From an optimization exercise on the open Yosys and OpenROAD flow, aimed at small area; shortcuts taken in it are not production practice.
Power and IR drop assume default switching activity.

Setup of P:
==> module space_game_top, before the edit <==
module space_game_top (
    input  logic        clk25M,
    input  logic        reset,
    input  logic        frame_tick,
    input  logic        march_en,
    input  logic [3:0]  speed,
    input  logic        btn_left,
    input  logic        btn_right,
    input  logic        btn_fire,
    input  logic [11:0] whpos,
    input  logic [11:0] wvpos,
    input  logic [18:0] write_addr_in,
    input  logic        write_en,
    output logic [18:0] write_addr_out,
    output logic        write_en_out,
    output logic [11:0] vdin,
    output logic        update_busy
);
    logic [4:0] seq;
    wire        idle = (seq == 5'd0);
    wire        last = (seq == 5'd13);
    wire        upd  = (seq == 5'd1);     
    always_ff @(posedge clk25M) begin
        if (reset || last) seq <= 5'd0;
        else if (idle)    seq <= {4'd0, frame_tick};
        else              seq <= {seq[3:0], seq[4] ^ seq[2]};
    end
    assign update_busy = !idle;
    logic [8:0] Hn;      
    logic [8:0] Yn;      
    logic [1:0] dir;     
    wire dl   = dir[0];
    wire down = dir[1];
    wire [8:0] hsum;     
    wire       hcar;     
    wire [8:0] ydec;     
    wire [8:0] Cnew;     
    wire edge_seen = dl ? hcar : (hsum < 9'd95);
    always_ff @(posedge clk25M) begin
        if (reset) begin
            Hn  <= ~9'd128;
            Yn  <= ~9'd0;
            dir <= 2'b00;
        end else if (upd && march_en) begin
            if (down) begin
                Yn  <= ydec;
                dir <= {1'b0, ~dl};
            end else if (edge_seen) begin
                dir <= {1'b1, dl};
            end else begin
                Hn  <= hsum;
            end
        end
    end
    logic [8:0] Cn;
    wire can_l  = btn_left && (Cn != ~9'd8);                   
    wire can_r  = !can_l && btn_right && (Cn > ~9'd312);       
    always_ff @(posedge clk25M) begin
        if (reset)    Cn <= ~9'd160;
        else if (upd) Cn <= Cnew;
    end
    logic [3:0][6:0] E;
    logic [3:0][8:0] Xn;
    logic            spawned;
    wire win  = (seq == 5'd17) || (seq == 5'd3) || (seq == 5'd6) || (seq == 5'd13);
    wire free0 = &E[0];
    wire fire0 = win && free0 && btn_fire && !spawned;
    wire [7:0] eb;
    wire [6:0] edec;
    assign eb[0] = 1'b1;
    for (genvar j = 0; j < 7; j++) begin : g_edec
        assign edec[j] = E[0][j] ^ eb[j];
        assign eb[j+1] = eb[j] & ~E[0][j];
    end
    logic [6:0] e_in;
    always_comb begin
        if (win && !free0) e_in = edec;
        else if (fire0)    e_in = 7'd107;
        else               e_in = E[0];
    end
    always_ff @(posedge clk25M) begin
        if (reset) E <= {4{7'd127}};
        else       E <= {e_in, E[3:1]};
    end
    always_ff @(posedge clk25M) begin
        Xn <= {free0 ? Cn : Xn[0], Xn[3:1]};
    end
    always_ff @(posedge clk25M) begin
        spawned <= win && (spawned || fire0);
    end
    wire [9:0] vc;
    wire [8:0] vr;
    wire [8:0] va = wvpos[11:3] | {9{upd}};
    assign vc[0] = ~upd;
    for (genvar j = 0; j < 9; j++) begin : g_vsub
        assign vr[j]   = va[j] ^ Yn[j] ^ vc[j];
        assign vc[j+1] = (va[j] & Yn[j]) | (vc[j] & (va[j] ^ Yn[j]));
    end
    assign ydec = vr;
    wire wrapY = ~|Yn[8:3];                      
    wire row0  = vc[9] && (vr[8:2] == 7'd0);
    wire row1  = (vc[9] ^ wrapY) && (vr[8:2] == 7'd2);
    wire [12:0] hcy;
    wire [11:0] hr;
    wire [11:0] hnx = {3'b111, Hn};
    wire [11:0] hop = upd ? {{8{~dl}}, speed ^ {4{~dl}}} : whpos;
    assign hcy[0] = upd ? ~dl : 1'b1;
    for (genvar j = 0; j < 12; j++) begin : g_hsub
        assign hr[j]    = hop[j] ^ hnx[j] ^ hcy[j];
        assign hcy[j+1] = (hop[j] & hnx[j]) | (hcy[j] & (hop[j] ^ hnx[j]));
    end
    assign hsum = hr[8:0];
    assign hcar = hcy[9];
    wire inv_hit = (row0 | row1) && hcy[12] && (hr[11:8] == 4'd0) && !hr[5];
    wire [2:0] idx = {row1, hr[7:6]};
    wire [11:0] ccy;
    wire [10:0] cr;
    wire [10:0] cnx = {2'b11, Cn};
    wire [10:0] cp  = upd ? {11{can_r}} : whpos[11:1];
    assign ccy[0] = upd ? can_l : 1'b1;
    for (genvar j = 0; j < 11; j++) begin : g_csub
        assign cr[j]     = cp[j] ^ cnx[j] ^ ccy[j];
        assign ccy[j+1]  = (cp[j] & cnx[j]) | (ccy[j] & (cp[j] ^ cnx[j]));
    end
    assign Cnew = cr[8:0];
    wire can_h   = ccy[11] ? (cr[10:3] == 8'h00) : (cr[10:3] == 8'hff);
    wire can_hit = can_h && (wvpos[11:5] == 7'd14);
    wire       w_ok = (wvpos[11:9] == 3'd0) && (wvpos[8:6] != 3'b111);
    wire [4:0] la   = wvpos[8:4];
    wire [1:0] lb   = wvpos[3:2];
    wire [5:0] lmb;
    wire [4:0] lam1;
    assign lmb[0] = 1'b1;
    for (genvar j = 0; j < 5; j++) begin : g_lam1
        assign lam1[j]  = la[j] ^ lmb[j];
        assign lmb[j+1] = lmb[j] & ~la[j];
    end
    wire lam1_ok = (la != 5'd0);
    wire [10:0] lp = whpos[11:1];
    wire [11:0] lq;
    wire [11:0] lqc;
    assign lqc[0] = whpos[0];
    for (genvar j = 0; j < 11; j++) begin : g_lq
        assign lq[j]    = lp[j] ^ lqc[j];
        assign lqc[j+1] = lp[j] & lqc[j];
    end
    assign lq[11] = lqc[11];
    wire lp_ok = (lp[10:9] == 2'd0);
    wire lq_ok = (lq[11:9] == 3'd0);
    logic [3:0] las_h;
    for (genvar i = 0; i < 4; i++) begin : g_lhit
        wire [4:0] c  = E[i][6:2];
        wire [1:0] f  = E[i][1:0];
        wire       ge = (lb[1] & ~f[1]) | (~(lb[1] ^ f[1]) & (lb[0] | ~f[0]));
        wire       le = (~lb[1] & f[1]) | (~(lb[1] ^ f[1]) & (~lb[0] | f[0]));
        wire       vh = ((la == c) && ge) || (lam1_ok && (lam1 == c) && le);
        wire       hh = (lp_ok && (lp[8:0] == ~Xn[i])) || (lq_ok && (lq[8:0] == ~Xn[i]));
        assign las_h[i] = vh && hh;
    end
    wire las_hit = w_ok && (|las_h);
    logic [4:0] inv_code;
    always_comb begin
        case (idx)
            3'd0: inv_code = 5'b11000;     
            3'd1: inv_code = 5'b00110;     
            3'd2: inv_code = 5'b00001;     
            3'd3: inv_code = 5'b11001;     
            3'd4: inv_code = 5'b00111;     
            3'd5: inv_code = 5'b11100;     
            3'd6: inv_code = 5'b10110;     
            default: inv_code = 5'b10101;  
        endcase
    end
    logic [4:0] code;
    always_comb begin
        if (inv_hit)      code = inv_code;
        else if (can_hit) code = 5'b11110;    
        else if (las_hit) code = 5'b11111;    
        else              code = 5'b00000;
    end
    logic [4:0] col;
    always_ff @(posedge clk25M) begin
        if (reset || !write_en) col <= 5'd0;
        else                    col <= code;
    end
    assign vdin = {col[4], {3{col[3]}}, col[2], {3{col[1]}}, {4{col[0]}}};
    always_ff @(posedge clk25M) begin
        write_addr_out <= write_addr_in;
        write_en_out   <= write_en & ~reset;
    end
endmodule
clock: 6.0 ns
lec_check: 0
cap_margin: 20
core_margin: 2
core_utilization: 40
place_density: 0.6
slew_margin: 20
standard.sh (not shown) runs the stock make flow with config.mk's settings and CLKGATE_MAP_FILE= SYNTH_SCRIPT=/design/flow/synth_recipe.tcl, a recipe that flattens the netlist after the stock synthesis.
==> flow/flow/run.sh <==
#!/bin/bash
# Standard ORFS layout (standard synthesis unchanged), with small port buffers
# and a lighter clock tree.
set -euo pipefail
export BUFFER_PORTS_ARGS="-buffer_cell sky130_fd_sc_hd__buf_1"
export CTS_ARGS="-sink_clustering_enable -repair_clock_nets -dont_use_dummy_load -buf_list sky130_fd_sc_hd__clkbuf_8"
bash standard.sh > standard_flow.log 2>&1
Setup changes, P to Q
--- a/flow/design.v
+++ b/flow/design.v
@@ -149,34 +149,33 @@
     end
     assign ydec = vr;
     wire wrapY = ~|Yn[8:3];                      
     wire row0  = vc[9] && (vr[8:2] == 7'd0);
     wire row1  = (vc[9] ^ wrapY) && (vr[8:2] == 7'd2);
-    wire [12:0] hcy;
-    wire [11:0] hr;
-    wire [11:0] hnx = {3'b111, Hn};
-    wire [11:0] hop = upd ? {{8{~dl}}, speed ^ {4{~dl}}} : whpos;
+    wire [10:0] hcy;
+    wire [9:0]  hr;
+    wire [9:0]  hnx = {1'b1, Hn};
+    wire [9:0]  hop = {whpos[9], upd ? {{5{~dl}}, speed ^ {4{~dl}}} : whpos[8:0]};
     assign hcy[0] = upd ? ~dl : 1'b1;
-    for (genvar j = 0; j < 12; j++) begin : g_hsub
+    for (genvar j = 0; j < 10; j++) begin : g_hsub
         assign hr[j]    = hop[j] ^ hnx[j] ^ hcy[j];
         assign hcy[j+1] = (hop[j] & hnx[j]) | (hcy[j] & (hop[j] ^ hnx[j]));
     end
     assign hsum = hr[8:0];
     assign hcar = hcy[9];
-    wire inv_hit = (row0 | row1) && hcy[12] && (hr[11:8] == 4'd0) && !hr[5];
+    wire inv_hit = (row0 | row1) && (whpos[11:10] == 2'd0) && hcy[10] && (hr[9:8] == 2'd0) && !hr[5];
     wire [2:0] idx = {row1, hr[7:6]};
-    wire [11:0] ccy;
-    wire [10:0] cr;
-    wire [10:0] cnx = {2'b11, Cn};
-    wire [10:0] cp  = upd ? {11{can_r}} : whpos[11:1];
+    wire [9:0] ccy;
+    wire [8:0] cr;
+    wire [8:0] cp  = upd ? {9{can_r}} : whpos[9:1];
     assign ccy[0] = upd ? can_l : 1'b1;
-    for (genvar j = 0; j < 11; j++) begin : g_csub
-        assign cr[j]     = cp[j] ^ cnx[j] ^ ccy[j];
-        assign ccy[j+1]  = (cp[j] & cnx[j]) | (ccy[j] & (cp[j] ^ cnx[j]));
-    end
-    assign Cnew = cr[8:0];
-    wire can_h   = ccy[11] ? (cr[10:3] == 8'h00) : (cr[10:3] == 8'hff);
+    for (genvar j = 0; j < 9; j++) begin : g_csub
+        assign cr[j]     = cp[j] ^ Cn[j] ^ ccy[j];
+        assign ccy[j+1]  = (cp[j] & Cn[j]) | (ccy[j] & (cp[j] ^ Cn[j]));
+    end
+    assign Cnew = cr;
+    wire can_h   = (whpos[11:10] == 2'd0) && (ccy[9] ? (cr[8:3] == 6'h00) : (cr[8:3] == 6'h3f));
     wire can_hit = can_h && (wvpos[11:5] == 7'd14);
     wire       w_ok = (wvpos[11:9] == 3'd0) && (wvpos[8:6] != 3'b111);
     wire [4:0] la   = wvpos[8:4];
     wire [1:0] lb   = wvpos[3:2];
     wire [5:0] lmb;
@@ -185,32 +184,30 @@
     for (genvar j = 0; j < 5; j++) begin : g_lam1
         assign lam1[j]  = la[j] ^ lmb[j];
         assign lmb[j+1] = lmb[j] & ~la[j];
     end
     wire lam1_ok = (la != 5'd0);
-    wire [10:0] lp = whpos[11:1];
-    wire [11:0] lq;
-    wire [11:0] lqc;
+    wire [8:0] lp = whpos[9:1];
+    wire [8:0] lq;
+    wire [9:0] lqc;
     assign lqc[0] = whpos[0];
-    for (genvar j = 0; j < 11; j++) begin : g_lq
+    for (genvar j = 0; j < 9; j++) begin : g_lq
         assign lq[j]    = lp[j] ^ lqc[j];
         assign lqc[j+1] = lp[j] & lqc[j];
     end
-    assign lq[11] = lqc[11];
-    wire lp_ok = (lp[10:9] == 2'd0);
-    wire lq_ok = (lq[11:9] == 3'd0);
+    wire lh_ok = (whpos[11:10] == 2'd0);
     logic [3:0] las_h;
     for (genvar i = 0; i < 4; i++) begin : g_lhit
         wire [4:0] c  = E[i][6:2];
         wire [1:0] f  = E[i][1:0];
         wire       ge = (lb[1] & ~f[1]) | (~(lb[1] ^ f[1]) & (lb[0] | ~f[0]));
         wire       le = (~lb[1] & f[1]) | (~(lb[1] ^ f[1]) & (~lb[0] | f[0]));
         wire       vh = ((la == c) && ge) || (lam1_ok && (lam1 == c) && le);
-        wire       hh = (lp_ok && (lp[8:0] == ~Xn[i])) || (lq_ok && (lq[8:0] == ~Xn[i]));
+        wire       hh = (lp == ~Xn[i]) || (lq == ~Xn[i]);
         assign las_h[i] = vh && hh;
     end
-    wire las_hit = w_ok && (|las_h);
+    wire las_hit = w_ok && lh_ok && (|las_h);
     logic [4:0] inv_code;
     always_comb begin
         case (idx)
             3'd0: inv_code = 5'b11000;     
             3'd1: inv_code = 5'b00110;     
[summary]
- From the logs: Q reached the end of the flow and failed the layout checks with setup timing.
- Q: layout overhead on the synthesized area 1.0 points above P
- [Q] worst-case headroom to the max-slew limit rose 19 points relative to P
- Compared Q against P; total power within noise.
- In Q relative to P, average instance area after synthesis had gone up slightly.
- Of Q and P, it is Q that has the higher required time at the worst-slack endpoint.
- Number of synthesized flops with an enable pin: Q vs P identical
No functional check of the RTL was part of any run of this note.

[static timing again, ports no longer ideal]
No port has a modelled driver above. Below, the same layouts with a new extraction and two added sets of constraints.
Step 1 (the two cells are an assumption about what drives the block):
set clk [get_ports {clk25M}]
set_driving_cell -lib_cell sky130_fd_sc_hd__clkbuf_16 $clk
set_driving_cell -lib_cell sky130_fd_sc_hd__buf_2 [delete_from_list [all_inputs] $clk]
Step 2 adds t to the input delays and takes it off the output delays; t is the mean of the earliest and latest rising clock arrival at the registers after step 1. Input paths then give back, and output paths get back, about the clock's delay inside the block.
Three values: ideal ports, drivers, drivers and shift; two values: the first two.
| run | shift t [ns] | setup WS [ns] | worst hold slack (ns) | latest minus earliest clock arrival (ns) | worst register clock-pin slew, ns |
|---|---|---|---|---|---|
| P | 0.459 | 0.183 / 0.199 / -0.260 | 0.379 / 0.379 / 0.379 | 0.021 / 0.021 | 0.07 / 0.07 |
| Q | 0.468 | -0.262 / -0.262 / -0.566 | 0.353 / 0.353 / 0.353 | 0.027 / 0.027 | 0.08 / 0.08 |
With both steps, setup timing fails in P, where it was met with ideal ports. The setup slack of P, which loses most, moves by +0.016 ns with the drivers and by -0.443 ns with both steps.
